Context: an optimization exercise on an open-source flow, tuned for small area. The choices shown serve that exercise and are no tape-out recipe. Function not checked in this run: the RTL went through the layout flow alone. Power is estimated from default activity; no workload was simulated.

==> design.v <==
`default_nettype none
package fir_decim_pkg;
    localparam int SAMPLE_W  = 18;
    localparam int ACC_W     = 48;
    localparam int TAP_CNT   = 34;
    localparam int TAP_W     = 6;
    localparam int DECIM     = 8;
    localparam int OUT_SHIFT = 16;
    localparam int SD_DIGITS = 8;
    function automatic logic [3*SD_DIGITS-1:0] fir_coef_sd(input logic [TAP_W-1:0] idx);
        case (idx)
            6'd0: fir_coef_sd = 24'h000001;   
            6'd1: fir_coef_sd = 24'h00002D;   
            6'd2: fir_coef_sd = 24'h000075;   
            6'd3: fir_coef_sd = 24'h000C12;   
            6'd4: fir_coef_sd = 24'h000382;   
            6'd5: fir_coef_sd = 24'h00642D;   
            6'd6: fir_coef_sd = 24'h002485;   
            6'd7: fir_coef_sd = 24'h005186;   
            6'd8: fir_coef_sd = 24'h016041;   
            6'd9: fir_coef_sd = 24'h030B41;   
            6'd10: fir_coef_sd = 24'h00ED52;   
            6'd11: fir_coef_sd = 24'h02EAB6;   
            6'd12: fir_coef_sd = 24'h085B82;   
            6'd13: fir_coef_sd = 24'h1B0208;   
            6'd14: fir_coef_sd = 24'h045C16;   
            6'd15: fir_coef_sd = 24'hCB0BB5;   
            6'd16: fir_coef_sd = 24'h241456;   
            6'd17: fir_coef_sd = 24'h241456;   
            6'd18: fir_coef_sd = 24'hCB0BB5;   
            6'd19: fir_coef_sd = 24'h045C16;   
            6'd20: fir_coef_sd = 24'h1B0208;   
            6'd21: fir_coef_sd = 24'h085B82;   
            6'd22: fir_coef_sd = 24'h02EAB6;   
            6'd23: fir_coef_sd = 24'h00ED52;   
            6'd24: fir_coef_sd = 24'h030B41;   
            6'd25: fir_coef_sd = 24'h016041;   
            6'd26: fir_coef_sd = 24'h005186;   
            6'd27: fir_coef_sd = 24'h002485;   
            6'd28: fir_coef_sd = 24'h00642D;   
            6'd29: fir_coef_sd = 24'h000382;   
            6'd30: fir_coef_sd = 24'h000C12;   
            6'd31: fir_coef_sd = 24'h000075;   
            6'd32: fir_coef_sd = 24'h00002D;   
            6'd33: fir_coef_sd = 24'h000001;   
            default: fir_coef_sd = '0;
        endcase
    endfunction
endpackage
`default_nettype wire
`default_nettype none
module dsp_mac (
    input  wire logic [35:0] acc,
    input  wire logic [17:0] x,
    input  wire logic [7:0] one,
    input  wire logic [7:0] two,
    input  wire logic [7:0] neg,
    output logic      [35:0] sum
);
    logic pp0_0, pp0_1, pp0_2, pp0_3, pp0_4, pp0_5, pp0_6, pp0_7, pp0_8, pp0_9, pp0_10, pp0_11, pp0_12, pp0_13, pp0_14, pp0_15, pp0_16, pp0_17, pp0_18, pp1_0, pp1_1, pp1_2, pp1_3, pp1_4, pp1_5, pp1_6, pp1_7, pp1_8, pp1_9, pp1_10, pp1_11, pp1_12, pp1_13, pp1_14, pp1_15, pp1_16, pp1_17, pp1_18, pp2_0, pp2_1, pp2_2, pp2_3, pp2_4, pp2_5, pp2_6, pp2_7, pp2_8, pp2_9, pp2_10, pp2_11, pp2_12, pp2_13, pp2_14, pp2_15, pp2_16, pp2_17, pp2_18, pp3_0, pp3_1, pp3_2, pp3_3, pp3_4, pp3_5, pp3_6, pp3_7, pp3_8, pp3_9, pp3_10, pp3_11, pp3_12, pp3_13, pp3_14, pp3_15, pp3_16, pp3_17, pp3_18, pp4_0, pp4_1, pp4_2, pp4_3, pp4_4, pp4_5, pp4_6, pp4_7, pp4_8, pp4_9, pp4_10, pp4_11, pp4_12, pp4_13, pp4_14, pp4_15, pp4_16, pp4_17, pp4_18, pp5_0, pp5_1, pp5_2, pp5_3, pp5_4, pp5_5, pp5_6, pp5_7, pp5_8, pp5_9, pp5_10, pp5_11, pp5_12, pp5_13, pp5_14, pp5_15, pp5_16, pp5_17, pp5_18, pp6_0, pp6_1, pp6_2, pp6_3, pp6_4, pp6_5, pp6_6, pp6_7, pp6_8, pp6_9, pp6_10, pp6_11, pp6_12, pp6_13, pp6_14, pp6_15, pp6_16, pp6_17, pp6_18, pp7_0, pp7_1, pp7_2, pp7_3, pp7_4, pp7_5, pp7_6, pp7_7, pp7_8, pp7_9, pp7_10, pp7_11, pp7_12, pp7_13, pp7_14, pp7_15, pp7_16, pp7_17, pp7_18, s1, c2, s3, c4, s5, c6, s7, c8, s9, c10, s11, c12, s13, c14, s15, c16, s17, c18, s19, c20, s21, c22, s23, c24, s25, c26, s27, c28, s29, c30, s31, c32, s33, c34, s35, c36, s37, c38, s39, c40, s41, c42, s43, c44, s45, c46, s47, c48, s49, c50, s51, c52, s53, c54, s55, c56, s57, c58, s59, c60, s61, c62, s63, c64, s65, c66, s67, c68, s69, c70, s71, c72, s73, c74, s75, c76, s77, c78, s79, c80, s81, c82, s83, c84, s85, c86, s87, c88, s89, c90, s91, c92, s93, c94, s95, c96, s97, c98, s99, c100, s101, c102, s103, c104, s105, c106, s107, c108, s109, c110, s111, c112, s113, c114, s115, c116, s117, c118, s119, c120, s121, c122, s123, c124, s125, c126, s127, c128, s129, c130, s131, c132, s133, c134, s135, c136, s137, c138, s139, c140, s141, c142, s143, c144, s145, c146, s147, c148, s149, c150, s151, c152, s153, c154, s155, c156, s157, c158, s159, c160, s161, c162, s163, c164, s165, c166, s167, c168, s169, c170, s171, c172, s173, c174, s175, c176, s177, c178, s179, c180, s181, c182, s183, c184, s185, c186, s187, c188, s189, c190, s191, c192, s193, c194, s195, c196, s197, c198, s199, c200, s201, c202, s203, c204, s205, c206, s207, c208, s209, c210, s211, c212, s213, c214, s215, c216, s217, c218, s219, c220, s221, c222, s223, c224, s225, c226, s227, c228, s229, c230, s231, c232, s233, c234, s235, c236, s237, c238, s239, c240, s241, c242, s243, c244, s245, c246, s247, c248, s249, c250, s251, c252, s253, c254, s255, c256, s257, c258, s259, c260, s261, c262, s263, c264, s265, c266, s267, c268, s269, c270, s271, c272, s273, c274, s275, c276, s277, c278, s279, c280, s281, c282, s283, c284, s285, c286, s287, c288, s289, c290, s291, c292, s293, c294, s295, c296, s297, c298, s299, c300, s301, c302, s303, c304, s305, c306, s307, c308, s309, c310, s311, c312, s313, c314, s315, c316, s317, c318, s319, c320, s321, c322, s323, c324, r325, r326, r327, r328, r329, r330, r331, r332, r333, r334, r335, r336, t337, r338, t339, r340, t341, r342, t343, r344, t345, r346, t347, r348, t349, r350, t351, r352, t353, r354, t355, r356, t357, r358, t359, r360, p361, p362, p363, p364, p365, p366, p367, p368, p369, p370, p371, p372, k373, t374, r375, t376, r377, t378, r379, t380, r381, t382, r383, t384, r385, t386, r387, t388, r389, t390, r391, t392, r393, t394, r395, t396, p397, p398, p399, p400, p401, p402, p403, p404, p405, p406, p407;
    assign pp0_0 = ((one[0] & x[0]) | (two[0] & 1'b0)) ^ neg[0];
    assign pp0_1 = ((one[0] & x[1]) | (two[0] & x[0])) ^ neg[0];
    assign pp0_2 = ((one[0] & x[2]) | (two[0] & x[1])) ^ neg[0];
    assign pp0_3 = ((one[0] & x[3]) | (two[0] & x[2])) ^ neg[0];
    assign pp0_4 = ((one[0] & x[4]) | (two[0] & x[3])) ^ neg[0];
    assign pp0_5 = ((one[0] & x[5]) | (two[0] & x[4])) ^ neg[0];
    assign pp0_6 = ((one[0] & x[6]) | (two[0] & x[5])) ^ neg[0];
    assign pp0_7 = ((one[0] & x[7]) | (two[0] & x[6])) ^ neg[0];
    assign pp0_8 = ((one[0] & x[8]) | (two[0] & x[7])) ^ neg[0];
    assign pp0_9 = ((one[0] & x[9]) | (two[0] & x[8])) ^ neg[0];
    assign pp0_10 = ((one[0] & x[10]) | (two[0] & x[9])) ^ neg[0];
    assign pp0_11 = ((one[0] & x[11]) | (two[0] & x[10])) ^ neg[0];
    assign pp0_12 = ((one[0] & x[12]) | (two[0] & x[11])) ^ neg[0];
    assign pp0_13 = ((one[0] & x[13]) | (two[0] & x[12])) ^ neg[0];
    assign pp0_14 = ((one[0] & x[14]) | (two[0] & x[13])) ^ neg[0];
    assign pp0_15 = ((one[0] & x[15]) | (two[0] & x[14])) ^ neg[0];
    assign pp0_16 = ((one[0] & x[16]) | (two[0] & x[15])) ^ neg[0];
    assign pp0_17 = ((one[0] & x[17]) | (two[0] & x[16])) ^ neg[0];
    assign pp0_18 = ~(((one[0] & x[17]) | (two[0] & x[17])) ^ neg[0]);
    assign pp1_0 = ((one[1] & x[0]) | (two[1] & 1'b0)) ^ neg[1];
    assign pp1_1 = ((one[1] & x[1]) | (two[1] & x[0])) ^ neg[1];
    assign pp1_2 = ((one[1] & x[2]) | (two[1] & x[1])) ^ neg[1];
    assign pp1_3 = ((one[1] & x[3]) | (two[1] & x[2])) ^ neg[1];
    assign pp1_4 = ((one[1] & x[4]) | (two[1] & x[3])) ^ neg[1];
    assign pp1_5 = ((one[1] & x[5]) | (two[1] & x[4])) ^ neg[1];
    assign pp1_6 = ((one[1] & x[6]) | (two[1] & x[5])) ^ neg[1];
    assign pp1_7 = ((one[1] & x[7]) | (two[1] & x[6])) ^ neg[1];
    assign pp1_8 = ((one[1] & x[8]) | (two[1] & x[7])) ^ neg[1];
    assign pp1_9 = ((one[1] & x[9]) | (two[1] & x[8])) ^ neg[1];
    assign pp1_10 = ((one[1] & x[10]) | (two[1] & x[9])) ^ neg[1];
    assign pp1_11 = ((one[1] & x[11]) | (two[1] & x[10])) ^ neg[1];
    assign pp1_12 = ((one[1] & x[12]) | (two[1] & x[11])) ^ neg[1];
    assign pp1_13 = ((one[1] & x[13]) | (two[1] & x[12])) ^ neg[1];
    assign pp1_14 = ((one[1] & x[14]) | (two[1] & x[13])) ^ neg[1];
    assign pp1_15 = ((one[1] & x[15]) | (two[1] & x[14])) ^ neg[1];
    assign pp1_16 = ((one[1] & x[16]) | (two[1] & x[15])) ^ neg[1];
    assign pp1_17 = ((one[1] & x[17]) | (two[1] & x[16])) ^ neg[1];
    assign pp1_18 = ~(((one[1] & x[17]) | (two[1] & x[17])) ^ neg[1]);
    assign pp2_0 = ((one[2] & x[0]) | (two[2] & 1'b0)) ^ neg[2];
    assign pp2_1 = ((one[2] & x[1]) | (two[2] & x[0])) ^ neg[2];
    assign pp2_2 = ((one[2] & x[2]) | (two[2] & x[1])) ^ neg[2];
    assign pp2_3 = ((one[2] & x[3]) | (two[2] & x[2])) ^ neg[2];
    assign pp2_4 = ((one[2] & x[4]) | (two[2] & x[3])) ^ neg[2];
    assign pp2_5 = ((one[2] & x[5]) | (two[2] & x[4])) ^ neg[2];
    assign pp2_6 = ((one[2] & x[6]) | (two[2] & x[5])) ^ neg[2];
    assign pp2_7 = ((one[2] & x[7]) | (two[2] & x[6])) ^ neg[2];
    assign pp2_8 = ((one[2] & x[8]) | (two[2] & x[7])) ^ neg[2];
    assign pp2_9 = ((one[2] & x[9]) | (two[2] & x[8])) ^ neg[2];
    assign pp2_10 = ((one[2] & x[10]) | (two[2] & x[9])) ^ neg[2];
    assign pp2_11 = ((one[2] & x[11]) | (two[2] & x[10])) ^ neg[2];
    assign pp2_12 = ((one[2] & x[12]) | (two[2] & x[11])) ^ neg[2];
    assign pp2_13 = ((one[2] & x[13]) | (two[2] & x[12])) ^ neg[2];
    assign pp2_14 = ((one[2] & x[14]) | (two[2] & x[13])) ^ neg[2];
    assign pp2_15 = ((one[2] & x[15]) | (two[2] & x[14])) ^ neg[2];
    assign pp2_16 = ((one[2] & x[16]) | (two[2] & x[15])) ^ neg[2];
    assign pp2_17 = ((one[2] & x[17]) | (two[2] & x[16])) ^ neg[2];
    assign pp2_18 = ~(((one[2] & x[17]) | (two[2] & x[17])) ^ neg[2]);
    assign pp3_0 = ((one[3] & x[0]) | (two[3] & 1'b0)) ^ neg[3];
    assign pp3_1 = ((one[3] & x[1]) | (two[3] & x[0])) ^ neg[3];
    assign pp3_2 = ((one[3] & x[2]) | (two[3] & x[1])) ^ neg[3];
    assign pp3_3 = ((one[3] & x[3]) | (two[3] & x[2])) ^ neg[3];
    assign pp3_4 = ((one[3] & x[4]) | (two[3] & x[3])) ^ neg[3];
    assign pp3_5 = ((one[3] & x[5]) | (two[3] & x[4])) ^ neg[3];
    assign pp3_6 = ((one[3] & x[6]) | (two[3] & x[5])) ^ neg[3];
    assign pp3_7 = ((one[3] & x[7]) | (two[3] & x[6])) ^ neg[3];
    assign pp3_8 = ((one[3] & x[8]) | (two[3] & x[7])) ^ neg[3];
    assign pp3_9 = ((one[3] & x[9]) | (two[3] & x[8])) ^ neg[3];
    assign pp3_10 = ((one[3] & x[10]) | (two[3] & x[9])) ^ neg[3];
    assign pp3_11 = ((one[3] & x[11]) | (two[3] & x[10])) ^ neg[3];
    assign pp3_12 = ((one[3] & x[12]) | (two[3] & x[11])) ^ neg[3];
    assign pp3_13 = ((one[3] & x[13]) | (two[3] & x[12])) ^ neg[3];
    assign pp3_14 = ((one[3] & x[14]) | (two[3] & x[13])) ^ neg[3];
    assign pp3_15 = ((one[3] & x[15]) | (two[3] & x[14])) ^ neg[3];
    assign pp3_16 = ((one[3] & x[16]) | (two[3] & x[15])) ^ neg[3];
    assign pp3_17 = ((one[3] & x[17]) | (two[3] & x[16])) ^ neg[3];
    assign pp3_18 = ~(((one[3] & x[17]) | (two[3] & x[17])) ^ neg[3]);
    assign pp4_0 = ((one[4] & x[0]) | (two[4] & 1'b0)) ^ neg[4];
    assign pp4_1 = ((one[4] & x[1]) | (two[4] & x[0])) ^ neg[4];
    assign pp4_2 = ((one[4] & x[2]) | (two[4] & x[1])) ^ neg[4];
    assign pp4_3 = ((one[4] & x[3]) | (two[4] & x[2])) ^ neg[4];
    assign pp4_4 = ((one[4] & x[4]) | (two[4] & x[3])) ^ neg[4];
    assign pp4_5 = ((one[4] & x[5]) | (two[4] & x[4])) ^ neg[4];
    assign pp4_6 = ((one[4] & x[6]) | (two[4] & x[5])) ^ neg[4];
    assign pp4_7 = ((one[4] & x[7]) | (two[4] & x[6])) ^ neg[4];
    assign pp4_8 = ((one[4] & x[8]) | (two[4] & x[7])) ^ neg[4];
    assign pp4_9 = ((one[4] & x[9]) | (two[4] & x[8])) ^ neg[4];
    assign pp4_10 = ((one[4] & x[10]) | (two[4] & x[9])) ^ neg[4];
    assign pp4_11 = ((one[4] & x[11]) | (two[4] & x[10])) ^ neg[4];
    assign pp4_12 = ((one[4] & x[12]) | (two[4] & x[11])) ^ neg[4];
    assign pp4_13 = ((one[4] & x[13]) | (two[4] & x[12])) ^ neg[4];
    assign pp4_14 = ((one[4] & x[14]) | (two[4] & x[13])) ^ neg[4];
    assign pp4_15 = ((one[4] & x[15]) | (two[4] & x[14])) ^ neg[4];
    assign pp4_16 = ((one[4] & x[16]) | (two[4] & x[15])) ^ neg[4];
    assign pp4_17 = ((one[4] & x[17]) | (two[4] & x[16])) ^ neg[4];
    assign pp4_18 = ~(((one[4] & x[17]) | (two[4] & x[17])) ^ neg[4]);
    assign pp5_0 = ((one[5] & x[0]) | (two[5] & 1'b0)) ^ neg[5];
    assign pp5_1 = ((one[5] & x[1]) | (two[5] & x[0])) ^ neg[5];
    assign pp5_2 = ((one[5] & x[2]) | (two[5] & x[1])) ^ neg[5];
    assign pp5_3 = ((one[5] & x[3]) | (two[5] & x[2])) ^ neg[5];
    assign pp5_4 = ((one[5] & x[4]) | (two[5] & x[3])) ^ neg[5];
    assign pp5_5 = ((one[5] & x[5]) | (two[5] & x[4])) ^ neg[5];
    assign pp5_6 = ((one[5] & x[6]) | (two[5] & x[5])) ^ neg[5];
    assign pp5_7 = ((one[5] & x[7]) | (two[5] & x[6])) ^ neg[5];
    assign pp5_8 = ((one[5] & x[8]) | (two[5] & x[7])) ^ neg[5];
    assign pp5_9 = ((one[5] & x[9]) | (two[5] & x[8])) ^ neg[5];
    assign pp5_10 = ((one[5] & x[10]) | (two[5] & x[9])) ^ neg[5];
    assign pp5_11 = ((one[5] & x[11]) | (two[5] & x[10])) ^ neg[5];
    assign pp5_12 = ((one[5] & x[12]) | (two[5] & x[11])) ^ neg[5];
    assign pp5_13 = ((one[5] & x[13]) | (two[5] & x[12])) ^ neg[5];
    assign pp5_14 = ((one[5] & x[14]) | (two[5] & x[13])) ^ neg[5];
    assign pp5_15 = ((one[5] & x[15]) | (two[5] & x[14])) ^ neg[5];
    assign pp5_16 = ((one[5] & x[16]) | (two[5] & x[15])) ^ neg[5];
    assign pp5_17 = ((one[5] & x[17]) | (two[5] & x[16])) ^ neg[5];
    assign pp5_18 = ~(((one[5] & x[17]) | (two[5] & x[17])) ^ neg[5]);
    assign pp6_0 = ((one[6] & x[0]) | (two[6] & 1'b0)) ^ neg[6];
    assign pp6_1 = ((one[6] & x[1]) | (two[6] & x[0])) ^ neg[6];
    assign pp6_2 = ((one[6] & x[2]) | (two[6] & x[1])) ^ neg[6];
    assign pp6_3 = ((one[6] & x[3]) | (two[6] & x[2])) ^ neg[6];
    assign pp6_4 = ((one[6] & x[4]) | (two[6] & x[3])) ^ neg[6];
    assign pp6_5 = ((one[6] & x[5]) | (two[6] & x[4])) ^ neg[6];
    assign pp6_6 = ((one[6] & x[6]) | (two[6] & x[5])) ^ neg[6];
    assign pp6_7 = ((one[6] & x[7]) | (two[6] & x[6])) ^ neg[6];
    assign pp6_8 = ((one[6] & x[8]) | (two[6] & x[7])) ^ neg[6];
    assign pp6_9 = ((one[6] & x[9]) | (two[6] & x[8])) ^ neg[6];
    assign pp6_10 = ((one[6] & x[10]) | (two[6] & x[9])) ^ neg[6];
    assign pp6_11 = ((one[6] & x[11]) | (two[6] & x[10])) ^ neg[6];
    assign pp6_12 = ((one[6] & x[12]) | (two[6] & x[11])) ^ neg[6];
    assign pp6_13 = ((one[6] & x[13]) | (two[6] & x[12])) ^ neg[6];
    assign pp6_14 = ((one[6] & x[14]) | (two[6] & x[13])) ^ neg[6];
    assign pp6_15 = ((one[6] & x[15]) | (two[6] & x[14])) ^ neg[6];
    assign pp6_16 = ((one[6] & x[16]) | (two[6] & x[15])) ^ neg[6];
    assign pp6_17 = ((one[6] & x[17]) | (two[6] & x[16])) ^ neg[6];
    assign pp6_18 = ~(((one[6] & x[17]) | (two[6] & x[17])) ^ neg[6]);
    assign pp7_0 = ((one[7] & x[0]) | (two[7] & 1'b0)) ^ neg[7];
    assign pp7_1 = ((one[7] & x[1]) | (two[7] & x[0])) ^ neg[7];
    assign pp7_2 = ((one[7] & x[2]) | (two[7] & x[1])) ^ neg[7];
    assign pp7_3 = ((one[7] & x[3]) | (two[7] & x[2])) ^ neg[7];
    assign pp7_4 = ((one[7] & x[4]) | (two[7] & x[3])) ^ neg[7];
    assign pp7_5 = ((one[7] & x[5]) | (two[7] & x[4])) ^ neg[7];
    assign pp7_6 = ((one[7] & x[6]) | (two[7] & x[5])) ^ neg[7];
    assign pp7_7 = ((one[7] & x[7]) | (two[7] & x[6])) ^ neg[7];
    assign pp7_8 = ((one[7] & x[8]) | (two[7] & x[7])) ^ neg[7];
    assign pp7_9 = ((one[7] & x[9]) | (two[7] & x[8])) ^ neg[7];
    assign pp7_10 = ((one[7] & x[10]) | (two[7] & x[9])) ^ neg[7];
    assign pp7_11 = ((one[7] & x[11]) | (two[7] & x[10])) ^ neg[7];
    assign pp7_12 = ((one[7] & x[12]) | (two[7] & x[11])) ^ neg[7];
    assign pp7_13 = ((one[7] & x[13]) | (two[7] & x[12])) ^ neg[7];
    assign pp7_14 = ((one[7] & x[14]) | (two[7] & x[13])) ^ neg[7];
    assign pp7_15 = ((one[7] & x[15]) | (two[7] & x[14])) ^ neg[7];
    assign pp7_16 = ((one[7] & x[16]) | (two[7] & x[15])) ^ neg[7];
    assign pp7_17 = ((one[7] & x[17]) | (two[7] & x[16])) ^ neg[7];
    assign pp7_18 = ~(((one[7] & x[17]) | (two[7] & x[17])) ^ neg[7]);
    mac_ha u_ha1 (.a(acc[14]), .b(pp0_14), .s(s1), .co(c2));
    mac_ha u_ha2 (.a(acc[15]), .b(pp0_15), .s(s3), .co(c4));
    mac_ha u_ha3 (.a(acc[16]), .b(pp0_16), .s(s5), .co(c6));
    mac_ha u_ha4 (.a(acc[17]), .b(pp0_17), .s(s7), .co(c8));
    assign s9 = ~(acc[18] ^ pp0_18);
    assign c10 = acc[18] | pp0_18;
    assign s11 = ~acc[19];
    assign c12 = acc[19];
    mac_ha u_ha5 (.a(acc[8]), .b(pp0_8), .s(s13), .co(c14));
    mac_ha u_ha6 (.a(acc[9]), .b(pp0_9), .s(s15), .co(c16));
    mac_fa u_fa7 (.a(acc[10]), .b(pp0_10), .c(pp1_8), .s(s17), .co(c18));
    mac_ha u_ha8 (.a(pp2_6), .b(pp3_4), .s(s19), .co(c20));
    mac_fa u_fa9 (.a(acc[11]), .b(pp0_11), .c(pp1_9), .s(s21), .co(c22));
    mac_ha u_ha10 (.a(pp2_7), .b(pp3_5), .s(s23), .co(c24));
    mac_fa u_fa11 (.a(acc[12]), .b(pp0_12), .c(pp1_10), .s(s25), .co(c26));
    mac_fa u_fa12 (.a(pp2_8), .b(pp3_6), .c(pp4_4), .s(s27), .co(c28));
    mac_ha u_ha13 (.a(pp5_2), .b(pp6_0), .s(s29), .co(c30));
    mac_fa u_fa14 (.a(acc[13]), .b(pp0_13), .c(pp1_11), .s(s31), .co(c32));
    mac_fa u_fa15 (.a(pp2_9), .b(pp3_7), .c(pp4_5), .s(s33), .co(c34));
    mac_ha u_ha16 (.a(pp5_3), .b(pp6_1), .s(s35), .co(c36));
    mac_fa u_fa17 (.a(pp1_12), .b(pp2_10), .c(pp3_8), .s(s37), .co(c38));
    mac_fa u_fa18 (.a(pp4_6), .b(pp5_4), .c(pp6_2), .s(s39), .co(c40));
    mac_fa u_fa19 (.a(pp7_0), .b(neg[7]), .c(s1), .s(s41), .co(c42));
    mac_fa u_fa20 (.a(pp1_13), .b(pp2_11), .c(pp3_9), .s(s43), .co(c44));
    mac_fa u_fa21 (.a(pp4_7), .b(pp5_5), .c(pp6_3), .s(s45), .co(c46));
    mac_fa u_fa22 (.a(pp7_1), .b(c2), .c(s3), .s(s47), .co(c48));
    mac_fa u_fa23 (.a(pp1_14), .b(pp2_12), .c(pp3_10), .s(s49), .co(c50));
    mac_fa u_fa24 (.a(pp4_8), .b(pp5_6), .c(pp6_4), .s(s51), .co(c52));
    mac_fa u_fa25 (.a(pp7_2), .b(c4), .c(s5), .s(s53), .co(c54));
    mac_fa u_fa26 (.a(pp1_15), .b(pp2_13), .c(pp3_11), .s(s55), .co(c56));
    mac_fa u_fa27 (.a(pp4_9), .b(pp5_7), .c(pp6_5), .s(s57), .co(c58));
    mac_fa u_fa28 (.a(pp7_3), .b(c6), .c(s7), .s(s59), .co(c60));
    mac_fa u_fa29 (.a(pp1_16), .b(pp2_14), .c(pp3_12), .s(s61), .co(c62));
    mac_fa u_fa30 (.a(pp4_10), .b(pp5_8), .c(pp6_6), .s(s63), .co(c64));
    mac_fa u_fa31 (.a(pp7_4), .b(c8), .c(s9), .s(s65), .co(c66));
    mac_fa u_fa32 (.a(pp1_17), .b(pp2_15), .c(pp3_13), .s(s67), .co(c68));
    mac_fa u_fa33 (.a(pp4_11), .b(pp5_9), .c(pp6_7), .s(s69), .co(c70));
    mac_fa u_fa34 (.a(pp7_5), .b(c10), .c(s11), .s(s71), .co(c72));
    mac_fa u_fa35 (.a(acc[20]), .b(pp1_18), .c(pp2_16), .s(s73), .co(c74));
    mac_fa u_fa36 (.a(pp3_14), .b(pp4_12), .c(pp5_10), .s(s75), .co(c76));
    mac_fa u_fa37 (.a(pp6_8), .b(pp7_6), .c(c12), .s(s77), .co(c78));
    assign s79 = ~(acc[21] ^ pp2_17);
    assign c80 = acc[21] | pp2_17;
    mac_fa u_fa38 (.a(pp3_15), .b(pp4_13), .c(pp5_11), .s(s81), .co(c82));
    mac_ha u_ha39 (.a(pp6_9), .b(pp7_7), .s(s83), .co(c84));
    mac_fa u_fa40 (.a(acc[22]), .b(pp2_18), .c(pp3_16), .s(s85), .co(c86));
    mac_fa u_fa41 (.a(pp4_14), .b(pp5_12), .c(pp6_10), .s(s87), .co(c88));
    assign s89 = ~(acc[23] ^ pp3_17);
    assign c90 = acc[23] | pp3_17;
    mac_ha u_ha42 (.a(pp4_15), .b(pp5_13), .s(s91), .co(c92));
    mac_fa u_fa43 (.a(acc[24]), .b(pp3_18), .c(pp4_16), .s(s93), .co(c94));
    assign s95 = ~acc[25];
    assign c96 = acc[25];
    mac_ha u_ha44 (.a(acc[4]), .b(pp0_4), .s(s97), .co(c98));
    mac_ha u_ha45 (.a(acc[5]), .b(pp0_5), .s(s99), .co(c100));
    mac_fa u_fa46 (.a(acc[6]), .b(pp0_6), .c(pp1_4), .s(s101), .co(c102));
    mac_ha u_ha47 (.a(pp2_2), .b(pp3_0), .s(s103), .co(c104));
    mac_fa u_fa48 (.a(acc[7]), .b(pp0_7), .c(pp1_5), .s(s105), .co(c106));
    mac_ha u_ha49 (.a(pp2_3), .b(pp3_1), .s(s107), .co(c108));
    mac_fa u_fa50 (.a(pp1_6), .b(pp2_4), .c(pp3_2), .s(s109), .co(c110));
    mac_fa u_fa51 (.a(pp4_0), .b(neg[4]), .c(s13), .s(s111), .co(c112));
    mac_fa u_fa52 (.a(pp1_7), .b(pp2_5), .c(pp3_3), .s(s113), .co(c114));
    mac_fa u_fa53 (.a(pp4_1), .b(c14), .c(s15), .s(s115), .co(c116));
    mac_fa u_fa54 (.a(pp4_2), .b(pp5_0), .c(neg[5]), .s(s117), .co(c118));
    mac_fa u_fa55 (.a(c16), .b(s17), .c(s19), .s(s119), .co(c120));
    mac_fa u_fa56 (.a(pp4_3), .b(pp5_1), .c(c18), .s(s121), .co(c122));
    mac_fa u_fa57 (.a(c20), .b(s21), .c(s23), .s(s123), .co(c124));
    mac_fa u_fa58 (.a(neg[6]), .b(c22), .c(c24), .s(s125), .co(c126));
    mac_fa u_fa59 (.a(s25), .b(s27), .c(s29), .s(s127), .co(c128));
    mac_fa u_fa60 (.a(c26), .b(c28), .c(c30), .s(s129), .co(c130));
    mac_fa u_fa61 (.a(s31), .b(s33), .c(s35), .s(s131), .co(c132));
    mac_fa u_fa62 (.a(c32), .b(c34), .c(c36), .s(s133), .co(c134));
    mac_fa u_fa63 (.a(s37), .b(s39), .c(s41), .s(s135), .co(c136));
    mac_fa u_fa64 (.a(c38), .b(c40), .c(c42), .s(s137), .co(c138));
    mac_fa u_fa65 (.a(s43), .b(s45), .c(s47), .s(s139), .co(c140));
    mac_fa u_fa66 (.a(c44), .b(c46), .c(c48), .s(s141), .co(c142));
    mac_fa u_fa67 (.a(s49), .b(s51), .c(s53), .s(s143), .co(c144));
    mac_fa u_fa68 (.a(c50), .b(c52), .c(c54), .s(s145), .co(c146));
    mac_fa u_fa69 (.a(s55), .b(s57), .c(s59), .s(s147), .co(c148));
    mac_fa u_fa70 (.a(c56), .b(c58), .c(c60), .s(s149), .co(c150));
    mac_fa u_fa71 (.a(s61), .b(s63), .c(s65), .s(s151), .co(c152));
    mac_fa u_fa72 (.a(c62), .b(c64), .c(c66), .s(s153), .co(c154));
    mac_fa u_fa73 (.a(s67), .b(s69), .c(s71), .s(s155), .co(c156));
    mac_fa u_fa74 (.a(c68), .b(c70), .c(c72), .s(s157), .co(c158));
    mac_fa u_fa75 (.a(s73), .b(s75), .c(s77), .s(s159), .co(c160));
    mac_fa u_fa76 (.a(c74), .b(c76), .c(c78), .s(s161), .co(c162));
    mac_fa u_fa77 (.a(s79), .b(s81), .c(s83), .s(s163), .co(c164));
    mac_fa u_fa78 (.a(pp7_8), .b(c80), .c(c82), .s(s165), .co(c166));
    mac_fa u_fa79 (.a(c84), .b(s85), .c(s87), .s(s167), .co(c168));
    mac_fa u_fa80 (.a(pp6_11), .b(pp7_9), .c(c86), .s(s169), .co(c170));
    mac_fa u_fa81 (.a(c88), .b(s89), .c(s91), .s(s171), .co(c172));
    mac_fa u_fa82 (.a(pp5_14), .b(pp6_12), .c(pp7_10), .s(s173), .co(c174));
    mac_fa u_fa83 (.a(c90), .b(c92), .c(s93), .s(s175), .co(c176));
    mac_fa u_fa84 (.a(pp4_17), .b(pp5_15), .c(pp6_13), .s(s177), .co(c178));
    mac_fa u_fa85 (.a(pp7_11), .b(c94), .c(s95), .s(s179), .co(c180));
    mac_fa u_fa86 (.a(acc[26]), .b(pp4_18), .c(pp5_16), .s(s181), .co(c182));
    mac_fa u_fa87 (.a(pp6_14), .b(pp7_12), .c(c96), .s(s183), .co(c184));
    assign s185 = ~(acc[27] ^ pp5_17);
    assign c186 = acc[27] | pp5_17;
    mac_ha u_ha88 (.a(pp6_15), .b(pp7_13), .s(s187), .co(c188));
    mac_fa u_fa89 (.a(acc[28]), .b(pp5_18), .c(pp6_16), .s(s189), .co(c190));
    assign s191 = ~acc[29];
    assign c192 = acc[29];
    mac_ha u_ha90 (.a(acc[2]), .b(pp0_2), .s(s193), .co(c194));
    mac_ha u_ha91 (.a(acc[3]), .b(pp0_3), .s(s195), .co(c196));
    mac_fa u_fa92 (.a(pp1_2), .b(pp2_0), .c(neg[2]), .s(s197), .co(c198));
    mac_fa u_fa93 (.a(pp1_3), .b(pp2_1), .c(c98), .s(s199), .co(c200));
    mac_fa u_fa94 (.a(neg[3]), .b(c100), .c(s101), .s(s201), .co(c202));
    mac_fa u_fa95 (.a(c102), .b(c104), .c(s105), .s(s203), .co(c204));
    mac_fa u_fa96 (.a(c106), .b(c108), .c(s109), .s(s205), .co(c206));
    mac_fa u_fa97 (.a(c110), .b(c112), .c(s113), .s(s207), .co(c208));
    mac_fa u_fa98 (.a(c114), .b(c116), .c(s117), .s(s209), .co(c210));
    mac_fa u_fa99 (.a(c118), .b(c120), .c(s121), .s(s211), .co(c212));
    mac_fa u_fa100 (.a(c122), .b(c124), .c(s125), .s(s213), .co(c214));
    mac_fa u_fa101 (.a(c126), .b(c128), .c(s129), .s(s215), .co(c216));
    mac_fa u_fa102 (.a(c130), .b(c132), .c(s133), .s(s217), .co(c218));
    mac_fa u_fa103 (.a(c134), .b(c136), .c(s137), .s(s219), .co(c220));
    mac_fa u_fa104 (.a(c138), .b(c140), .c(s141), .s(s221), .co(c222));
    mac_fa u_fa105 (.a(c142), .b(c144), .c(s145), .s(s223), .co(c224));
    mac_fa u_fa106 (.a(c146), .b(c148), .c(s149), .s(s225), .co(c226));
    mac_fa u_fa107 (.a(c150), .b(c152), .c(s153), .s(s227), .co(c228));
    mac_fa u_fa108 (.a(c154), .b(c156), .c(s157), .s(s229), .co(c230));
    mac_fa u_fa109 (.a(c158), .b(c160), .c(s161), .s(s231), .co(c232));
    mac_fa u_fa110 (.a(c162), .b(c164), .c(s165), .s(s233), .co(c234));
    mac_fa u_fa111 (.a(c166), .b(c168), .c(s169), .s(s235), .co(c236));
    mac_fa u_fa112 (.a(c170), .b(c172), .c(s173), .s(s237), .co(c238));
    mac_fa u_fa113 (.a(c174), .b(c176), .c(s177), .s(s239), .co(c240));
    mac_fa u_fa114 (.a(c178), .b(c180), .c(s181), .s(s241), .co(c242));
    mac_fa u_fa115 (.a(c182), .b(c184), .c(s185), .s(s243), .co(c244));
    mac_fa u_fa116 (.a(pp7_14), .b(c186), .c(c188), .s(s245), .co(c246));
    mac_fa u_fa117 (.a(pp6_17), .b(pp7_15), .c(c190), .s(s247), .co(c248));
    mac_fa u_fa118 (.a(acc[30]), .b(pp6_18), .c(pp7_16), .s(s249), .co(c250));
    assign s251 = ~acc[31];
    assign c252 = acc[31];
    mac_ha u_ha119 (.a(acc[0]), .b(pp0_0), .s(s253), .co(c254));
    mac_ha u_ha120 (.a(acc[1]), .b(pp0_1), .s(s255), .co(c256));
    mac_fa u_fa121 (.a(pp1_0), .b(neg[1]), .c(s193), .s(s257), .co(c258));
    mac_fa u_fa122 (.a(pp1_1), .b(c194), .c(s195), .s(s259), .co(c260));
    mac_fa u_fa123 (.a(s97), .b(c196), .c(s197), .s(s261), .co(c262));
    mac_fa u_fa124 (.a(s99), .b(c198), .c(s199), .s(s263), .co(c264));
    mac_fa u_fa125 (.a(s103), .b(c200), .c(s201), .s(s265), .co(c266));
    mac_fa u_fa126 (.a(s107), .b(c202), .c(s203), .s(s267), .co(c268));
    mac_fa u_fa127 (.a(s111), .b(c204), .c(s205), .s(s269), .co(c270));
    mac_fa u_fa128 (.a(s115), .b(c206), .c(s207), .s(s271), .co(c272));
    mac_fa u_fa129 (.a(s119), .b(c208), .c(s209), .s(s273), .co(c274));
    mac_fa u_fa130 (.a(s123), .b(c210), .c(s211), .s(s275), .co(c276));
    mac_fa u_fa131 (.a(s127), .b(c212), .c(s213), .s(s277), .co(c278));
    mac_fa u_fa132 (.a(s131), .b(c214), .c(s215), .s(s279), .co(c280));
    mac_fa u_fa133 (.a(s135), .b(c216), .c(s217), .s(s281), .co(c282));
    mac_fa u_fa134 (.a(s139), .b(c218), .c(s219), .s(s283), .co(c284));
    mac_fa u_fa135 (.a(s143), .b(c220), .c(s221), .s(s285), .co(c286));
    mac_fa u_fa136 (.a(s147), .b(c222), .c(s223), .s(s287), .co(c288));
    mac_fa u_fa137 (.a(s151), .b(c224), .c(s225), .s(s289), .co(c290));
    mac_fa u_fa138 (.a(s155), .b(c226), .c(s227), .s(s291), .co(c292));
    mac_fa u_fa139 (.a(s159), .b(c228), .c(s229), .s(s293), .co(c294));
    mac_fa u_fa140 (.a(s163), .b(c230), .c(s231), .s(s295), .co(c296));
    mac_fa u_fa141 (.a(s167), .b(c232), .c(s233), .s(s297), .co(c298));
    mac_fa u_fa142 (.a(s171), .b(c234), .c(s235), .s(s299), .co(c300));
    mac_fa u_fa143 (.a(s175), .b(c236), .c(s237), .s(s301), .co(c302));
    mac_fa u_fa144 (.a(s179), .b(c238), .c(s239), .s(s303), .co(c304));
    mac_fa u_fa145 (.a(s183), .b(c240), .c(s241), .s(s305), .co(c306));
    mac_fa u_fa146 (.a(s187), .b(c242), .c(s243), .s(s307), .co(c308));
    mac_fa u_fa147 (.a(s189), .b(c244), .c(s245), .s(s309), .co(c310));
    mac_fa u_fa148 (.a(s191), .b(c246), .c(s247), .s(s311), .co(c312));
    mac_fa u_fa149 (.a(c192), .b(c248), .c(s249), .s(s313), .co(c314));
    mac_fa u_fa150 (.a(pp7_17), .b(c250), .c(s251), .s(s315), .co(c316));
    mac_fa u_fa151 (.a(acc[32]), .b(pp7_18), .c(c252), .s(s317), .co(c318));
    assign s319 = ~acc[33];
    assign c320 = acc[33];
    assign s321 = ~acc[34];
    assign c322 = acc[34];
    assign s323 = ~acc[35];
    assign c324 = acc[35];
    mac_ha u_ha152 (.a(neg[0]), .b(s253), .s(sum[0]), .co(r325));
    mac_fa u_fa153 (.a(c254), .b(s255), .c(r325), .s(sum[1]), .co(r326));
    mac_fa u_fa154 (.a(c256), .b(s257), .c(r326), .s(sum[2]), .co(r327));
    mac_fa u_fa155 (.a(c258), .b(s259), .c(r327), .s(sum[3]), .co(r328));
    mac_fa u_fa156 (.a(c260), .b(s261), .c(r328), .s(sum[4]), .co(r329));
    mac_fa u_fa157 (.a(c262), .b(s263), .c(r329), .s(sum[5]), .co(r330));
    mac_fa u_fa158 (.a(c264), .b(s265), .c(r330), .s(sum[6]), .co(r331));
    mac_fa u_fa159 (.a(c266), .b(s267), .c(r331), .s(sum[7]), .co(r332));
    mac_fa u_fa160 (.a(c268), .b(s269), .c(r332), .s(sum[8]), .co(r333));
    mac_fa u_fa161 (.a(c270), .b(s271), .c(r333), .s(sum[9]), .co(r334));
    mac_fa u_fa162 (.a(c272), .b(s273), .c(r334), .s(sum[10]), .co(r335));
    mac_fa u_fa163 (.a(c274), .b(s275), .c(r335), .s(sum[11]), .co(r336));
    mac_ha u_ha164 (.a(c276), .b(s277), .s(t337), .co(r338));
    mac_fa u_fa165 (.a(c278), .b(s279), .c(r338), .s(t339), .co(r340));
    mac_fa u_fa166 (.a(c280), .b(s281), .c(r340), .s(t341), .co(r342));
    mac_fa u_fa167 (.a(c282), .b(s283), .c(r342), .s(t343), .co(r344));
    mac_fa u_fa168 (.a(c284), .b(s285), .c(r344), .s(t345), .co(r346));
    mac_fa u_fa169 (.a(c286), .b(s287), .c(r346), .s(t347), .co(r348));
    mac_fa u_fa170 (.a(c288), .b(s289), .c(r348), .s(t349), .co(r350));
    mac_fa u_fa171 (.a(c290), .b(s291), .c(r350), .s(t351), .co(r352));
    mac_fa u_fa172 (.a(c292), .b(s293), .c(r352), .s(t353), .co(r354));
    mac_fa u_fa173 (.a(c294), .b(s295), .c(r354), .s(t355), .co(r356));
    mac_fa u_fa174 (.a(c296), .b(s297), .c(r356), .s(t357), .co(r358));
    mac_fa u_fa175 (.a(c298), .b(s299), .c(r358), .s(t359), .co(r360));
    assign sum[12] = t337 ^ r336;
    assign p361 = r336 & t337;
    assign sum[13] = t339 ^ p361;
    assign p362 = p361 & t339;
    assign sum[14] = t341 ^ p362;
    assign p363 = p362 & t341;
    assign sum[15] = t343 ^ p363;
    assign p364 = p363 & t343;
    assign sum[16] = t345 ^ p364;
    assign p365 = p364 & t345;
    assign sum[17] = t347 ^ p365;
    assign p366 = p365 & t347;
    assign sum[18] = t349 ^ p366;
    assign p367 = p366 & t349;
    assign sum[19] = t351 ^ p367;
    assign p368 = p367 & t351;
    assign sum[20] = t353 ^ p368;
    assign p369 = p368 & t353;
    assign sum[21] = t355 ^ p369;
    assign p370 = p369 & t355;
    assign sum[22] = t357 ^ p370;
    assign p371 = p370 & t357;
    assign sum[23] = t359 ^ p371;
    assign p372 = p371 & t359;
    assign k373 = r360 | p372;
    mac_ha u_ha176 (.a(c300), .b(s301), .s(t374), .co(r375));
    mac_fa u_fa177 (.a(c302), .b(s303), .c(r375), .s(t376), .co(r377));
    mac_fa u_fa178 (.a(c304), .b(s305), .c(r377), .s(t378), .co(r379));
    mac_fa u_fa179 (.a(c306), .b(s307), .c(r379), .s(t380), .co(r381));
    mac_fa u_fa180 (.a(c308), .b(s309), .c(r381), .s(t382), .co(r383));
    mac_fa u_fa181 (.a(c310), .b(s311), .c(r383), .s(t384), .co(r385));
    mac_fa u_fa182 (.a(c312), .b(s313), .c(r385), .s(t386), .co(r387));
    mac_fa u_fa183 (.a(c314), .b(s315), .c(r387), .s(t388), .co(r389));
    mac_fa u_fa184 (.a(c316), .b(s317), .c(r389), .s(t390), .co(r391));
    mac_fa u_fa185 (.a(c318), .b(s319), .c(r391), .s(t392), .co(r393));
    mac_fa u_fa186 (.a(c320), .b(s321), .c(r393), .s(t394), .co(r395));
    assign t396 = c322 ^ s323 ^ r395;
    assign sum[24] = t374 ^ k373;
    assign p397 = k373 & t374;
    assign sum[25] = t376 ^ p397;
    assign p398 = p397 & t376;
    assign sum[26] = t378 ^ p398;
    assign p399 = p398 & t378;
    assign sum[27] = t380 ^ p399;
    assign p400 = p399 & t380;
    assign sum[28] = t382 ^ p400;
    assign p401 = p400 & t382;
    assign sum[29] = t384 ^ p401;
    assign p402 = p401 & t384;
    assign sum[30] = t386 ^ p402;
    assign p403 = p402 & t386;
    assign sum[31] = t388 ^ p403;
    assign p404 = p403 & t388;
    assign sum[32] = t390 ^ p404;
    assign p405 = p404 & t390;
    assign sum[33] = t392 ^ p405;
    assign p406 = p405 & t392;
    assign sum[34] = t394 ^ p406;
    assign p407 = p406 & t394;
    assign sum[35] = t396 ^ p407;
endmodule
module mac_fa (
    input  wire logic a,
    input  wire logic b,
    input  wire logic c,
    output logic      s,
    output logic      co
);
    assign s  = a ^ b ^ c;
    assign co = (a & b) | (c & (a ^ b));
endmodule
module mac_ha (
    input  wire logic a,
    input  wire logic b,
    output logic      s,
    output logic      co
);
    assign s  = a ^ b;
    assign co = a & b;
endmodule
`default_nettype wire
`default_nettype none
module fir_decim_top(
    input  wire logic                                       clk,
    input  wire logic                                       reset,
    input  wire logic                                       sample_in_rdy,
    input  wire logic signed [fir_decim_pkg::SAMPLE_W-1:0] sample_in_l,
    input  wire logic signed [fir_decim_pkg::SAMPLE_W-1:0] sample_in_r,
    output logic                                            sample_out_rdy,
    output logic      signed [fir_decim_pkg::SAMPLE_W-1:0] sample_out_l,
    output logic      signed [fir_decim_pkg::SAMPLE_W-1:0] sample_out_r,
    output logic                                            overrun,
    output logic                                            init_done
);
    localparam int SW  = fir_decim_pkg::SAMPLE_W;
    localparam int ND  = fir_decim_pkg::SD_DIGITS;
    localparam int AW  = 36;    
    localparam int WIN = 40;    
    localparam logic [AW-1:0] RND_HALF = AW'(2 ** (fir_decim_pkg::OUT_SHIFT - 1));
    logic [5:0] cnt, cnt_d;      
    logic [2:0] pidx, pidx_d;    
    logic       win, win_d;      
    logic [2:0] jh, jh_d;        
    logic       init_d;
    logic       acc_valid;
    logic       is_wait, accept, win_last, done;
    assign is_wait  = init_done && (cnt == '0);
    assign accept   = is_wait && sample_in_rdy;
    assign win_last = win && (cnt == 6'd1);
    assign done     = win && (jh == 3'd0) && (cnt <= 6'd5);
    always_comb begin
        cnt_d  = cnt;
        pidx_d = pidx;
        win_d  = win;
        if (accept) begin
            pidx_d = pidx + 1'b1;
            cnt_d  = (pidx == 3'd7) ? 6'(WIN) : 6'd1;
            win_d  = (pidx == 3'd7);
        end else if (cnt != '0) begin
            cnt_d = cnt - 1'b1;
            if (cnt == 6'd1) win_d = 1'b0;
        end
        init_d = init_done || (cnt == 6'd1);
        jh_d   = win_last ? jh : (jh == 3'd4) ? 3'd0 : jh + 1'b1;
    end
    always_ff @(posedge clk or posedge reset) begin
        if (reset) begin
            cnt       <= 6'd34;
            pidx      <= '0;
            win       <= 1'b0;
            acc_valid <= 1'b0;
            jh        <= '0;
            overrun   <= 1'b0;
            init_done <= 1'b0;
        end else begin
            cnt       <= cnt_d;
            pidx      <= pidx_d;
            win       <= win_d;
            jh        <= jh_d;
            init_done <= init_d;
            acc_valid <= win_last;
            overrun   <= sample_in_rdy && !is_wait;
        end
    end
    logic [2*SW-1:0] sbuf [8];
    always_ff @(posedge clk) begin
        if (accept || win) begin
            sbuf[0] <= accept ? {sample_in_l, sample_in_r} : sbuf[7];
            for (int i = 1; i < 8; i++) sbuf[i] <= sbuf[i-1];
        end
    end
    logic [3*ND-1:0] sd;
    logic [ND-1:0]   d_neg, d_one, d_two;
    always_ff @(posedge clk) begin
        sd <= win_d ? fir_decim_pkg::fir_coef_sd({jh_d, 3'(cnt_d[2:0] - 3'd1)}) : '0;
    end
    always_comb begin
        for (int i = 0; i < ND; i++) begin
            d_neg[i] = sd[3*i+2];
            d_one[i] = sd[3*i+1];
            d_two[i] = sd[3*i];
        end
    end
    logic [AW-1:0] ring_l [5];
    logic [AW-1:0] ring_r [5];
    logic [AW-1:0] sum_l, sum_r;
    logic          clr;
    dsp_mac u_mac_l (.acc(ring_l[0]), .x(sbuf[7][2*SW-1:SW]), .one(d_one), .two(d_two), .neg(d_neg), .sum(sum_l));
    dsp_mac u_mac_r (.acc(ring_r[0]), .x(sbuf[7][SW-1:0]),    .one(d_one), .two(d_two), .neg(d_neg), .sum(sum_r));
    always_ff @(posedge clk) begin
        clr       <= !init_done || done;
        ring_l[0] <= ring_l[1];
        ring_r[0] <= ring_r[1];
        ring_l[1] <= ring_l[2];
        ring_r[1] <= ring_r[2];
        ring_l[2] <= ring_l[3];
        ring_r[2] <= ring_r[3];
        ring_l[3] <= clr ? RND_HALF : ring_l[4];
        ring_r[3] <= clr ? RND_HALF : ring_r[4];
        ring_l[4] <= sum_l;
        ring_r[4] <= sum_r;
    end
    function automatic logic [SW-1:0] sat(input logic [AW-1:0] s);
        if (s[AW-1:AW-3] == 3'b000 || s[AW-1:AW-3] == 3'b111) begin
            sat = s[SW+15:16];
        end else begin
            sat = {s[AW-1], {(SW-1){!s[AW-1]}}};
        end
    endfunction
    logic [SW-1:0] hold_l, hold_r;
    always_ff @(posedge clk) begin
        if (done) begin
            hold_l <= sat(sum_l);
            hold_r <= sat(sum_r);
        end
    end
    always_ff @(posedge clk or posedge reset) begin
        if (reset) begin
            sample_out_rdy <= 1'b0;
            sample_out_l   <= '0;
            sample_out_r   <= '0;
        end else begin
            sample_out_rdy <= acc_valid;
            sample_out_l   <= acc_valid ? hold_l : '0;
            sample_out_r   <= acc_valid ? hold_r : '0;
        end
    end
endmodule
`default_nettype wire
==> run.sh <==
#!/bin/bash
# synth_recipe.tcl (not shown) runs the flow's synth.tcl, then flattens the netlist and writes it again
# the make line also repeats each setting of config.mk as NAME=value (left out here)
make -C /OpenROAD-flow-scripts/flow DESIGN_CONFIG=/design/flow/config.mk WORK_HOME=/design/flow/orfs CLKGATE_MAP_FILE= SYNTH_SCRIPT=/design/flow/synth_recipe.tcl finish
==> config.mk <==
export PLATFORM = sky130hd
export DESIGN_NAME = fir_decim_top
export DESIGN_NICKNAME = fir_decim_top
export VERILOG_FILES = /design/flow/design.v
export SDC_FILE = /design/flow/constraint.sdc
export NUM_CORES = 4
export LEC_CHECK = 0
export CAP_MARGIN = 20
export CORE_MARGIN = 2
export CORE_UTILIZATION = 40
export SLEW_MARGIN = 20
==> constraint.sdc <==
create_clock -name core_clock -period 10.0 [get_ports {clk}]
set_input_delay 2.0000 -clock core_clock [delete_from_list [all_inputs] [get_ports {clk}]]
set_output_delay 2.0000 -clock core_clock [all_outputs]
set_load 0.01 [all_outputs]
==> impl_metrics.env <==
export IMPL_insertion_delay_ns=0.65
export IMPL_crit_buf_inv=4
export IMPL_hold_end="ring_r[1][11]"
export IMPL_powerDensity_mw_per_mm2=277
export IMPL_die_w_um=305
export IMPL_ys_flop_type="dfxtp_1"
export IMPL_start_kind="flip-flop"
export IMPL_min_period_ns=10.07
export IMPL_critPathMaxStageDelay_ns=0.51
export IMPL_finalSetupViolCount=33
export IMPL_netlist_instances=2784
export IMPL_crit_fanout=16
export IMPL_gr_total_overflow=0
export IMPL_cp_arrival_ns=10.47
export IMPL_hold_viol_final=0
export IMPL_synth_most_common_cell="dfxtp_1"
export IMPL_antenna_found_initial=1
export IMPL_seqPwrFrac=0.364
export IMPL_yosysSeqAreaShare=0.517
export IMPL_die_y_um=305
export IMPL_required_ns=10.40
export IMPL_ys_ff_latch=761
export IMPL_route_detailed_drc=0
export IMPL_rsz0062_at_grt="true"
export IMPL_fin_skew_ns=0.0320
export IMPL_r2r_cells=38
export IMPL_setup_worst_path_end_class="flip-flop"
export IMPL_tightest_slew_ns=1.00
export IMPL_core_region_area_mm2=0.0899
export IMPL_swShare=0.337
export IMPL_vias_per_cell=5.01
export IMPL_yosys_area_share_simple=0.0454
export IMPL_start_util=0.403
export IMPL_die_area_mm2=0.0931
export IMPL_yosysTopAreaCellShare=0.268
export IMPL_cts_tree="built"
export IMPL_pwr_share_clk=0.246
export IMPL_synth_top_area_cell="edfxtp_1"
export IMPL_synth_edff_count=324
export IMPL_r2r_end="hold_l[12]"
export IMPL_vias=21000
export IMPL_hold_ws_ns=0.313
export IMPL_synth_top_family_by_area="adder cells"
export IMPL_synthTopCellsByCount="dfxtp_1 (384), edfxtp_1 (324), fa_1 (314)"
export IMPL_antenna_diode_count=0
export IMPL_grt_pass1_vias=22500
export IMPL_relSlewSlack=0.331
export IMPL_violations="negative setup slack"
export IMPL_synthMuxAreaShare=0.0173
export IMPL_place_inst=4002
export IMPL_clock_root_buffer="clkbuf_16"
export IMPL_wl_um=83000
export IMPL_rows=110
export IMPL_stdcell_count=4187
export IMPL_synth_fp_nets=3255
export IMPL_yosys_area_share_adder=0.214
export IMPL_nNetsFinal=3416
export IMPL_track_usage=0.184
export IMPL_clkSinkCount=761
export IMPL_r2r_start="sbuf[7][25]"
export IMPL_cts_buffers=80
export IMPL_grt_pass1_wl_um=132000
export IMPL_period_share=1.01
export IMPL_slew_violations=0
export IMPL_num_io_pins=78
export IMPL_grt_max_degree=160
export IMPL_drv_cap=0
export IMPL_synth_cell_types=69
export IMPL_worstHoldPathType="reg2reg"
export IMPL_critical_path_class="reg2reg"
export IMPL_synth_compound_area_frac=0.0833
export IMPL_internal_power_mw=7.88
export IMPL_port_buffers=77
export IMPL_cts_max_level=3
export IMPL_wire_per_inst_um=19.8
export IMPL_combPwrFrac=0.390
export IMPL_avgSynthCellArea_um2=13.0
export IMPL_worstHoldStart="ring_r[2][11]"
export IMPL_clk_pin_slew_worst_paths_ns=0.07
export IMPL_drive_above_1_share=0.181
export IMPL_dr_pass1_iters=5
export IMPL_cp_top_family="adder cells"
export IMPL_drt_iter0_markers=1540
export IMPL_max_freq_mhz=99.3
export IMPL_area_delta_synth_final_pct=18.4
export IMPL_r2r_slack_ns=-0.07
export IMPL_gp_congestion=0.874
export IMPL_p_leak_nw=17.1
export IMPL_drtAntennaViolNets=0
export IMPL_dp_hpwl_um=56800
export IMPL_switching_power_mw=4.01
export IMPL_synthArstFlopShare=0.0696
export IMPL_fin_ws_ns=-0.0658
export IMPL_worst_path_most_repeated_cell="ha_4"
export IMPL_worstHoldPathCells=0
export IMPL_status="complete, but fails checks"
export IMPL_ys_warn_count=7
export IMPL_cts_path_max_buffers=3
export IMPL_netlist_area_mm2=0.0363
export IMPL_slowest_stage="edfxtp_1"
export IMPL_synth_xor_area_frac=0.0672
export IMPL_ir_drop_mv=0.353
export IMPL_synth_area_leaders="edfxtp_1 (27%), dfxtp_1 (21%), fa_1 (17%)"
[layout by cell type (no fill, tap or decap), drive strengths merged, types with 3 or more instances in the layout]
| cell | n |
|---|---|
| a21o | 33 |
| clkinv | 26 |
| edfxtp | 324 |
| ha | 118 |
| dfxtp | 384 |
| nand2b | 8 |
| and2 | 38 |
| a21oi | 35 |
| o21a | 4 |
| clkbuf | 109 |
| a31oi | 3 |
| a22oi | 239 |
| clkdlybuf4s50 | 77 |
| fa | 314 |
| o22ai | 3 |
| nand4 | 3 |
| nand2 | 80 |
| o211ai | 8 |
| a211oi | 11 |
| nor2 | 29 |
| a21boi | 3 |
| buf | 208 |
| mux2i | 12 |
| nor2b | 73 |
| inv | 327 |
| and3 | 3 |
| nor3 | 16 |
| mux2 | 45 |
| clkinvlp | 3 |
| or2 | 4 |
| dfrtp | 51 |
| xor2 | 40 |
| xnor2 | 238 |
| nand3b | 29 |
| nand3 | 12 |
| o311ai | 3 |
| o21ai | 69 |
[kinds of logic after synthesis]
logic type	count (synthesis)
multiplexers	57
AO/OA/AOI/OAI	430
flip-flops	761
buffers and inverters	528
adder cells (fa/ha/maj)	432
AND/OR/NAND/NOR	298
XOR/XNOR	278
[metrics by stage]
stage,util,instance area (um^2),power [mW],setup slack [ns],setup TNS [ns]
after floorplan,-,36900,7.37,-0.312,-4.48
after global placement,0.441,39600,8.45,-0.453,-13.74
after detailed placement,0.441,39600,8.57,-0.689,-20.72
after CTS,0.475,42700,11.9,-0.0899,-2.05
after global routing,0.478,42900,12.7,-0.346,-11.00
final,0.478,42900,11.9,-0.0658,-1.34
[what timing repair did]
action,CTS,global route
setup endpoints to repair,36,37
pin swaps,55,22
setup buffers,28,8
cloned,3,0
resized for setup,62,35
hold buffers,0,0
endpoints found under the hold margin,0,0
[layout make-up]
cell class                      instances  area [um^2]
Clock buffer                          109         2290
Clock inverter                         39          325
Fill cell                            7840        46900
Inverter                              319         1200
Multi-Input combinational cell       1498        16200
Sequential cell                       761        18800
Tap cell                             1176         1470
Timing Repair Buffer                  285         2620
[flip-flops by register name (all words and copies together) (netlist names)]
signal and count:
sample_out_r 18, pidx 3, sample_out_l 18, hold_l 18
sample_out_rdy 1, acc_valid 1, overrun 1, jh 3
sbuf 288, sd 23, clr 1, hold_r 18
init_done 1, ring_r 180, win 1, ring_l 180
cnt 6
[metal layers]
layer / track usage / up-vias / wire, um
met5: 0 / - / 0
met3: 0.0269 / 159 / 3710
met2: 0.304 / 543 / 40300
met4: 0.0708 / 0 / 2940
met1: 0.244 / 10700 / 36000
li1: - / 9581 / -
[worst max path at each step]
| stage | from | endpoint | slack [ns] | cells past startpoint |
|---|---|---|---|---|
| 6_report | sbuf[7][25] | hold_l[12] | -0.07 | 38 |
| 5_1_grt | sbuf[7][25] | hold_l[1] | -0.35 | 38 |
| 4_1_cts | sbuf[7][29] | hold_l[2] | -0.09 | 37 |
| 3_5_place_dp | sd[0] | hold_l[12] | -0.69 | 37 |
| 3_3_place_gp | sd[0] | hold_l[2] | -0.45 | 37 |
| 2_1_floorplan | sbuf[7][10] | hold_r[10] | -0.31 | 39 |
[worst register-to-register path, delay by kind of cell, from the launching register on]
family	cells	cell delay (ns)
simple gates	2	0.27
buf+inv	4	0.44
xor+xnor	3	0.48
fa+ha+maj	27	7.72
compound gates	2	0.42
flops	1	0.51
[power by group through the flow]
stage / Clock [mW] / Combinational, mW / Sequential [mW]
finish: 2.92 / 4.64 / 4.33
global route: 3.13 / 5.19 / 4.39
CTS: 3.02 / 4.54 / 4.33
detailed placement: 0 / 4.18 / 4.39
global placement: 0 / 4.08 / 4.37
floorplan: 0 / 3.04 / 4.33

==> what the ideal ports hide <==
In the flow no input, the clock included, has a driving cell. The finished layout below was timed again as built, in two steps. Step 1 (the two cells are an assumption about what drives the block):
set clk [get_ports {clk}]
set_driving_cell -lib_cell sky130_fd_sc_hd__clkbuf_16 $clk
set_driving_cell -lib_cell sky130_fd_sc_hd__buf_2 [delete_from_list [all_inputs] $clk]
Step 2 adds t to the input delays and takes it off the output delays; t is the mean of the earliest and latest rising clock arrival at the registers after step 1. Input paths then give back, and output paths get back, about the clock's delay inside the block. Three values: ideal, step 1, step 2; two values: the first two.
shift t [ns]: 0.697
setup WS [ns]: -0.066 / -0.066 / -0.066
clock arrival spread, ns: 0.036 / 0.035
The setup slack of this run moves by 0.000 ns with the drivers and by 0.000 ns with both steps.
